What follows belongs to an exercise in optimizing a design on an open flow for small area, a short achievable clock period and few clock cycles; a production flow would make more cautious choices. At most, simulation tests tie the RTL to the original design; equivalence was not proved. Power figures rest on the tool's default switching activity, not on a simulated workload.

== alpha ==
==> module offset_delay_calc, before the edit <==
module offset_delay_calc (
	input  logic                          clk_i,
	input  logic                          arst_n_i,
	input  logic                          cycle_start_i,
	input  logic [7:0]                    snap_tx_h_i,
	input  logic [7:0]                    snap_rx_h_i,
	input  logic [16*14-1:0]              stamps_i,
	input  clock_sync_pkg::node_status_t  status_next_i,
	output logic                          cycle_take_o,
	output logic [4*32-1:0]     results_o,
	output clock_sync_pkg::node_status_t  status_o,
	output logic                          result_req_o,
	input  logic                          result_ack_i
);
	localparam logic [3:0] INV = 4'b0000;
	logic release_q;
	logic [4*32-1:0] results_next;
	assign cycle_take_o = cycle_start_i && !result_req_o && !release_q;
	function automatic logic [15:0] cpa(input logic [15:0] x, input logic [15:0] y);
		logic [15:0] g, p, gn, pn, h;
		g = x & y;
		p = x ^ y;
		h = p;
		for (int l = 0; l < 4; l++) begin
			gn = g; pn = p;
			for (int i = 0; i < 16; i++) begin
				if ((i % (2 << l)) == (2 << l) - 1) begin
					gn[i] = g[i] | (p[i] & g[i - (1 << l)]);
					pn[i] = p[i] & p[i - (1 << l)];
				end
			end
			g = gn; p = pn;
		end
		for (int l = 2; l >= 0; l--) begin
			gn = g; pn = p;
			for (int i = 0; i < 16; i++) begin
				if (i >= (2 << l) && ((i + 1) % (2 << l)) == (1 << l)) begin
					gn[i] = g[i] | (p[i] & g[i - (1 << l)]);
					pn[i] = p[i] & p[i - (1 << l)];
				end
			end
			g = gn; p = pn;
		end
		cpa = h ^ {g[14:0], 1'b0};
	endfunction
	function automatic logic [15:0] csa_s(input logic [15:0] x, input logic [15:0] y,
			input logic [15:0] z);
		csa_s = x ^ y ^ z;
	endfunction
	function automatic logic [15:0] csa_c(input logic [15:0] x, input logic [15:0] y,
			input logic [15:0] z, input logic cin);
		csa_c = {(x[14:0] & y[14:0]) | (x[14:0] & z[14:0]) | (y[14:0] & z[14:0]), cin};
	endfunction
	always_comb begin
		for (int k = 0; k < 4; k++) begin
			logic [15:0] t0_h, t1_h, a_h, b_h, s1, c1, s2, c2;
			t0_h = stamps_i[16 * (4 * k) +: 16];
			t1_h = stamps_i[16 * (4 * k + 1) +: 16];
			if (k == 0) begin
				a_h = {{8{INV[2]}}, snap_tx_h_i};
				b_h = {{8{INV[3]}}, snap_rx_h_i};
			end else begin
				a_h = stamps_i[16 * (4 * k - 2) +: 16];
				b_h = stamps_i[16 * (4 * k - 1) +: 16];
			end
			s1 = csa_s(t0_h, ~t1_h, ~a_h);
			c1 = csa_c(t0_h, ~t1_h, ~a_h, 1'b1);
			s2 = csa_s(s1, c1, b_h);
			c2 = csa_c(s1, c1, b_h, 1'b1);
			results_next[32 * k +: 16] = cpa(s2, c2);
			s1 = csa_s(t0_h, ~a_h, ~b_h);
			c1 = csa_c(t0_h, ~a_h, ~b_h, 1'b1);
			s2 = csa_s(s1, c1, t1_h);
			c2 = csa_c(s1, c1, t1_h, 1'b1);
			results_next[32 * k + 16 +: 16] = cpa(s2, c2);
		end
	end
	always_ff @(posedge clk_i) begin
		if (cycle_take_o) begin
			results_o <= results_next;
			status_o <= status_next_i;
		end
	end
	always_ff @(posedge clk_i or negedge arst_n_i) begin
		if (!arst_n_i) begin
			result_req_o <= 1'b0;
			release_q <= 1'b0;
		end else if (cycle_take_o) begin
			result_req_o <= 1'b1;
		end else if (result_req_o) begin
			if (result_ack_i) begin
				result_req_o <= 1'b0;
				release_q <= 1'b1;
			end
		end else if (release_q) begin
			if (!result_ack_i) begin
				release_q <= 1'b0;
			end
		end
	end
endmodule
export LEC_CHECK = 0
export CAP_MARGIN = 20
export CORE_MARGIN = 2
export CORE_UTILIZATION = 65
export CTS_BUF_LIST = sky130_fd_sc_hd__clkbuf_8
export CTS_CLUSTER_DIAMETER = 80
export CTS_CLUSTER_SIZE = 16
export PLACE_DENSITY = 0.8
export SLEW_MARGIN = 20
create_clock -name core_clock -period 9.0 [get_ports {clk_i}]
standard.sh (not shown) runs the stock make flow with config.mk's settings and CLKGATE_MAP_FILE= SYNTH_SCRIPT=/design/flow/synth_recipe.tcl, a recipe that flattens the netlist after the stock synthesis.
==> flow/flow/run.sh <==
#!/bin/bash
set -euo pipefail
bash standard.sh finish \
  MATCH_CELL_FOOTPRINT=0 SETUP_SLACK_MARGIN=5.3 \
  "BUFFER_PORTS_ARGS=-buffer_cell sky130_fd_sc_hd__buf_1" \
  > flow_make.log 2>&1
diff inputs: alpha => beta
--- a/flow/design.v
+++ b/flow/design.v
@@ -211,16 +211,16 @@
 				a_h = {{8{INV[2]}}, snap_tx_h_i};
 				b_h = {{8{INV[3]}}, snap_rx_h_i};
 			end else begin
 				a_h = stamps_i[16 * (4 * k - 2) +: 16];
 				b_h = stamps_i[16 * (4 * k - 1) +: 16];
 			end
-			s1 = csa_s(t0_h, ~t1_h, ~a_h);
-			c1 = csa_c(t0_h, ~t1_h, ~a_h, 1'b1);
-			s2 = csa_s(s1, c1, b_h);
-			c2 = csa_c(s1, c1, b_h, 1'b1);
+			s1 = csa_s(~t1_h, ~a_h, b_h);
+			c1 = csa_c(~t1_h, ~a_h, b_h, 1'b1);
+			s2 = csa_s(s1, c1, t0_h);
+			c2 = csa_c(s1, c1, t0_h, 1'b1);
 			results_next[32 * k +: 16] = cpa(s2, c2);
 			s1 = csa_s(t0_h, ~a_h, ~b_h);
 			c1 = csa_c(t0_h, ~a_h, ~b_h, 1'b1);
 			s2 = csa_s(s1, c1, t1_h);
 			c2 = csa_c(s1, c1, t1_h, 1'b1);
 			results_next[32 * k + 16 +: 16] = cpa(s2, c2);
### Flow results
beta and alpha ended up with nearly the same die area.
beta ends up with higher layout cell share with drive strength beyond 1 than alpha does.
Final layout net count was lower in beta than in alpha.
beta vs. alpha: proportion of power drawn by flip-flops and latches went down by 0.4 points.
Delta (beta minus alpha): fraction of met3 tracks used by global routing moved up, depth of the critical timing path with buffers and inverters included moved up, layout buffer count excluding clock buffers moved down, global placer's final weighted congestion moved down.
Summary of the comparison: internal power consumption is higher in beta, relative to alpha.
Function was not checked in any run of this note: the RTL went through the layout flow alone.


The RTL this note starts from:
==> flow/design.v <==
package clock_sync_pkg;
	typedef logic [15:0] stamp_t;
	typedef struct packed {
		logic [8-1:0] addr;
		logic [7:0]                data;
		logic                      we;
	} mbox_wr_t;
	typedef struct packed {
		stamp_t tx;
		stamp_t rx;
	} snapshot_t;
	typedef logic [4-1:0] node_mask_t;
	typedef struct packed {
		node_mask_t rx_ok;
		node_mask_t sync_ok;
		node_mask_t slave_rdy;
		node_mask_t scope_trigger;
	} node_status_t;
	typedef struct packed {
		stamp_t offset;
		stamp_t delay;
	} node_result_t;
	typedef node_result_t [4-1:0] result_array_t;
	typedef logic [2+1:0] stamp_addr_t;
endpackage
`timescale 1ns/1ps
module local_counter (
	input  logic                      clk_i,
	input  logic                      arst_n_i,
	input  logic [1:0]                snapshot_req_i,
	output clock_sync_pkg::stamp_t    count_o,
	output logic                      cycle_start_o,
	output logic [7:0]                snap_tx_o,
	output logic [7:0]                snap_rx_o
);
	logic [7:0] count;
	assign cycle_start_o = (count == 8'd199);
	assign count_o = {8'd0, count};
	always_ff @(posedge clk_i or negedge arst_n_i) begin
		if (!arst_n_i) begin
			count <= '0;
		end else begin
			count <= cycle_start_o ? 8'd0 : count + 8'd1;
		end
	end
	always_ff @(posedge clk_i or negedge arst_n_i) begin
		if (!arst_n_i) begin
			snap_tx_o <= '0;
			snap_rx_o <= '0;
		end else begin
			if (snapshot_req_i[0]) begin
				snap_tx_o <= count;
			end
			if (snapshot_req_i[1]) begin
				snap_rx_o <= count;
			end
		end
	end
endmodule
`timescale 1ns/1ps
module timestamp_store (
	input  logic                         clk_i,
	input  logic                         arst_n_i,
	input  logic [7:0]                   mbox_addr_i,
	input  logic [7:0]                   mbox_data_i,
	input  logic                         mbox_we_i,
	input  logic                         cycle_take_i,
	output logic [16*14-1:0]             stamps_o,
	output clock_sync_pkg::node_status_t status_next_o
);
	logic [7:0] stamp_lo [14];
	logic [7:0] stamp_hi [14];
	logic [2:0] flags [4];
	logic [3:0] rdy1;
	logic [3:0] rdy2;
	logic [3:0] chain_ok;
	logic [3:0] node_hit;
	logic [3:0] lo_hit;
	logic [3:0] hi_hit;
	logic [3:0] flag_hit;
	logic stamp_off;
	always_comb begin
		for (int n = 0; n < 4; n++) begin
			node_hit[n] = mbox_we_i && (mbox_addr_i[7:4] == 4'(n + 1));
		end
	end
	assign stamp_off = (mbox_addr_i[3:2] == 2'd1) || (mbox_addr_i[3:2] == 2'd2);
	assign lo_hit = node_hit & {4{stamp_off & ~mbox_addr_i[0]}};
	assign hi_hit = node_hit & {4{stamp_off & mbox_addr_i[0]}};
	assign flag_hit = node_hit & {4{mbox_addr_i[3:0] == 4'd2}};
	assign chain_ok = {rdy1[2:0] & rdy2[2:0], 1'b1};
	always_comb begin
		status_next_o = '0;
		for (int n = 0; n < 4; n++) begin
			status_next_o.rx_ok[n] = rdy1[n] & rdy2[n];
			status_next_o.sync_ok[n] = status_next_o.rx_ok[n] & flags[n][0];
			status_next_o.slave_rdy[n] = status_next_o.sync_ok[n] & flags[n][1];
			status_next_o.scope_trigger[n] = status_next_o.rx_ok[n] & flags[n][2];
		end
	end
	always_ff @(posedge clk_i or negedge arst_n_i) begin
		if (!arst_n_i) begin
			rdy1 <= '0;
			rdy2 <= '0;
			for (int n = 0; n < 4; n++) begin
				flags[n] <= '0;
			end
		end else if (cycle_take_i) begin
			rdy1 <= '0;
			rdy2 <= '0;
			for (int n = 0; n < 4; n++) begin
				flags[n] <= '0;
			end
		end else begin
			rdy1 <= rdy1 | (lo_hit & chain_ok);
			rdy2 <= rdy2 | (hi_hit & chain_ok & rdy1);
			for (int n = 0; n < 4; n++) begin
				if (flag_hit[n]) begin
					flags[n] <= mbox_data_i[2:0];
				end
			end
		end
	end
	always_ff @(posedge clk_i or negedge arst_n_i) begin
		if (!arst_n_i) begin
			for (int i = 0; i < 14; i++) begin
				stamp_lo[i] <= '0;
				stamp_hi[i] <= '0;
			end
		end else begin
			for (int i = 0; i < 14; i++) begin
				if (lo_hit[i / 4] && mbox_addr_i[2:1] == 2'(i % 4 + 2)) begin
					stamp_lo[i] <= mbox_data_i;
				end
				if (hi_hit[i / 4] && mbox_addr_i[2:1] == 2'(i % 4 + 2)) begin
					stamp_hi[i] <= mbox_data_i;
				end
			end
		end
	end
	always_comb begin
		for (int i = 0; i < 14; i++) begin
			stamps_o[16 * i +: 16] = {stamp_hi[i], stamp_lo[i]};
		end
	end
endmodule
`timescale 1ns/1ps
module offset_delay_calc (
	input  logic                          clk_i,
	input  logic                          arst_n_i,
	input  logic                          cycle_start_i,
	input  logic [7:0]                    snap_tx_i,
	input  logic [7:0]                    snap_rx_i,
	input  logic [16*14-1:0]              stamps_i,
	input  clock_sync_pkg::node_status_t  status_next_i,
	output logic                          cycle_take_o,
	output logic [4*32-1:0]     results_o,
	output clock_sync_pkg::node_status_t  status_o,
	output logic                          result_req_o,
	input  logic                          result_ack_i
);
	logic release_q;
	logic [4*32-1:0] results_next;
	assign cycle_take_o = cycle_start_i && !result_req_o && !release_q;
	always_comb begin
		for (int k = 0; k < 4; k++) begin
			logic [15:0] t0, t1, a, b;
			t0 = stamps_i[16 * (4 * k) +: 16];
			t1 = stamps_i[16 * (4 * k + 1) +: 16];
			if (k == 0) begin
				a = {8'd0, snap_tx_i};
				b = {8'd0, snap_rx_i};
			end else begin
				a = stamps_i[16 * (4 * k - 2) +: 16];
				b = stamps_i[16 * (4 * k - 1) +: 16];
			end
			results_next[32 * k +: 16] = t0 - t1 - a + b;
			results_next[32 * k + 16 +: 16] = t0 + t1 - a - b;
		end
	end
	always_ff @(posedge clk_i) begin
		if (cycle_take_o) begin
			results_o <= results_next;
			status_o <= status_next_i;
		end
	end
	always_ff @(posedge clk_i or negedge arst_n_i) begin
		if (!arst_n_i) begin
			result_req_o <= 1'b0;
			release_q <= 1'b0;
		end else if (cycle_take_o) begin
			result_req_o <= 1'b1;
		end else if (result_req_o) begin
			if (result_ack_i) begin
				result_req_o <= 1'b0;
				release_q <= 1'b1;
			end
		end else if (release_q) begin
			if (!result_ack_i) begin
				release_q <= 1'b0;
			end
		end
	end
endmodule
`timescale 1ns/1ps
module clock_sync_top (
	input  logic                          clk_i,
	input  logic                          arst_n_i,
	input  logic [7:0]                    mbox_addr_i,
	input  logic [7:0]                    mbox_data_i,
	input  logic                          mbox_we_i,
	input  logic [1:0]                    snapshot_req_i,
	output logic [15:0]                   local_count_o,
	output logic [127:0]                  results_o,
	output logic [15:0]                   status_o,
	output logic                          result_req_o,
	input  logic                          result_ack_i
);
	logic cycle_start;
	logic cycle_take;
	logic [7:0] snap_tx;
	logic [7:0] snap_rx;
	logic [16*14-1:0] stamps;
	clock_sync_pkg::node_status_t status_next;
	local_counter u_local_counter (
		.clk_i          (clk_i),
		.arst_n_i       (arst_n_i),
		.snapshot_req_i (snapshot_req_i),
		.count_o        (local_count_o),
		.cycle_start_o  (cycle_start),
		.snap_tx_o      (snap_tx),
		.snap_rx_o      (snap_rx)
	);
	timestamp_store u_timestamp_store (
		.clk_i         (clk_i),
		.arst_n_i      (arst_n_i),
		.mbox_addr_i   (mbox_addr_i),
		.mbox_data_i   (mbox_data_i),
		.mbox_we_i     (mbox_we_i),
		.cycle_take_i  (cycle_take),
		.stamps_o      (stamps),
		.status_next_o (status_next)
	);
	offset_delay_calc u_offset_delay_calc (
		.clk_i         (clk_i),
		.arst_n_i      (arst_n_i),
		.cycle_start_i (cycle_start),
		.snap_tx_i     (snap_tx),
		.snap_rx_i     (snap_rx),
		.stamps_i      (stamps),
		.status_next_i (status_next),
		.cycle_take_o  (cycle_take),
		.results_o     (results_o),
		.status_o      (status_o),
		.result_req_o  (result_req_o),
		.result_ack_i  (result_ack_i)
	);
endmodule
make LEC_CHECK=0 CAP_MARGIN=20 CORE_MARGIN=2 CORE_UTILIZATION=40 PLACE_DENSITY=0.6 SETUP_SLACK_MARGIN=5 SLEW_MARGIN=20 finish   # period 9.0 ns
run.sh (not shown) runs the stock make flow with config.mk's settings and CLKGATE_MAP_FILE= SYNTH_SCRIPT=/design/flow/synth_recipe.tcl, a recipe that flattens the netlist after the stock synthesis.
Stock flow here: none of the scripts above is used.
Testbench counts at the start, summed over its fixed seeds: cycles 240.
Next try:
--- a/flow/design.v
+++ b/flow/design.v
@@ -161,8 +161,44 @@
 );
 	logic release_q;
 	logic [4*32-1:0] results_next;
 	assign cycle_take_o = cycle_start_i && !result_req_o && !release_q;
+	function automatic logic [15:0] cpa(input logic [15:0] x, input logic [15:0] y);
+		logic [15:0] g, p, gn, pn, h;
+		g = x & y;
+		p = x ^ y;
+		h = p;
+		for (int l = 0; l < 4; l++) begin
+			gn = g; pn = p;
+			for (int i = 0; i < 16; i++) begin
+				if ((i % (2 << l)) == (2 << l) - 1) begin
+					gn[i] = g[i] | (p[i] & g[i - (1 << l)]);
+					pn[i] = p[i] & p[i - (1 << l)];
+				end
+			end
+			g = gn; p = pn;
+		end
+		for (int l = 2; l >= 0; l--) begin
+			gn = g; pn = p;
+			for (int i = 0; i < 16; i++) begin
+				if (i >= (2 << l) && (i % (2 << l)) == (1 << l) - 1 + 0 && ((i + 1) % (2 << l)) == (1 << l)) begin
+					gn[i] = g[i] | (p[i] & g[i - (1 << l)]);
+					pn[i] = p[i] & p[i - (1 << l)];
+				end
+			end
+			g = gn; p = pn;
+		end
+		cpa = h ^ {g[14:0], 1'b0};
+	endfunction
+	function automatic logic [15:0] add4(input logic [15:0] p, input logic [15:0] q,
+			input logic [15:0] r, input logic [15:0] s, input logic [1:0] cin);
+		logic [15:0] s1, c1, s2, c2;
+		s1 = p ^ q ^ r;
+		c1 = {(p[14:0] & q[14:0]) | (p[14:0] & r[14:0]) | (q[14:0] & r[14:0]), cin[0]};
+		s2 = s1 ^ c1 ^ s;
+		c2 = {(s1[14:0] & c1[14:0]) | (s1[14:0] & s[14:0]) | (c1[14:0] & s[14:0]), cin[1]};
+		add4 = cpa(s2, c2);
+	endfunction
 	always_comb begin
 		for (int k = 0; k < 4; k++) begin
 			logic [15:0] t0, t1, a, b;
 			t0 = stamps_i[16 * (4 * k) +: 16];
@@ -173,10 +209,10 @@
 			end else begin
 				a = stamps_i[16 * (4 * k - 2) +: 16];
 				b = stamps_i[16 * (4 * k - 1) +: 16];
 			end
-			results_next[32 * k +: 16] = t0 - t1 - a + b;
-			results_next[32 * k + 16 +: 16] = t0 + t1 - a - b;
+			results_next[32 * k +: 16] = add4(t0, ~t1, ~a, b, 2'b11);
+			results_next[32 * k + 16 +: 16] = add4(t0, t1, ~a, ~b, 2'b11);
 		end
 	end
 	always_ff @(posedge clk_i) begin
 		if (cycle_take_o) begin
Outcome: The changed run finished with timing, DRC and antenna clean. First-iteration DRC count decreases by 36%. Die area fell by 4.9%. Sequential power hardly moves. Clock skew drops by 0.014 ns. Power drops by 16%. Cell area went down by 3.9%. Sequential share of layout area grows by 1.5 points. Count of clock-buffer cells in the layout went up by 4. Global-route usage drops by 1.0 points. Cell count is lower by 12%. Non-clock buffer count goes up by 6. Combinational power is lower by 33%. Setup slack degrades by 0.025 ns. Synthesized area drops by 5.0%.
For the second run of this note, only the layout was checked, not whether the RTL still works.

## what the ideal ports hide
No port has a modelled driver above. Below, the same layouts with a new extraction and two added sets of constraints.
Step 1 (the two cells are an assumption about what drives the block):
set clk [get_ports {clk_i}]
set_driving_cell -lib_cell sky130_fd_sc_hd__clkbuf_16 $clk
set_driving_cell -lib_cell sky130_fd_sc_hd__buf_2 [delete_from_list [all_inputs] $clk]
Step 2 also shifts input and output timing later by t, the mid clock arrival at the registers, as if the neighbouring blocks saw the same clock.
Slacks: ideal / step 1 / step 2; pairs: ideal / step 1.
run | t (ns) | setup WS [ns] | worst setup path at the end
alpha | 0.673 | 5.372 / 5.372 / 4.848 | input to register
beta | 0.706 | 5.362 / 5.362 / 4.899 | input to register
the first run of note 2 | 0.647 | 5.041 / 5.032 / 4.385 | input to register
the second run of note 2 | 0.627 | 5.016 / 4.969 / 4.342 | input to register
After both steps setup and hold are still met in every run listed. For the second run of note 2, which loses most, drivers alone change the setup slack by -0.047 ns; drivers and shift together by -0.674 ns.
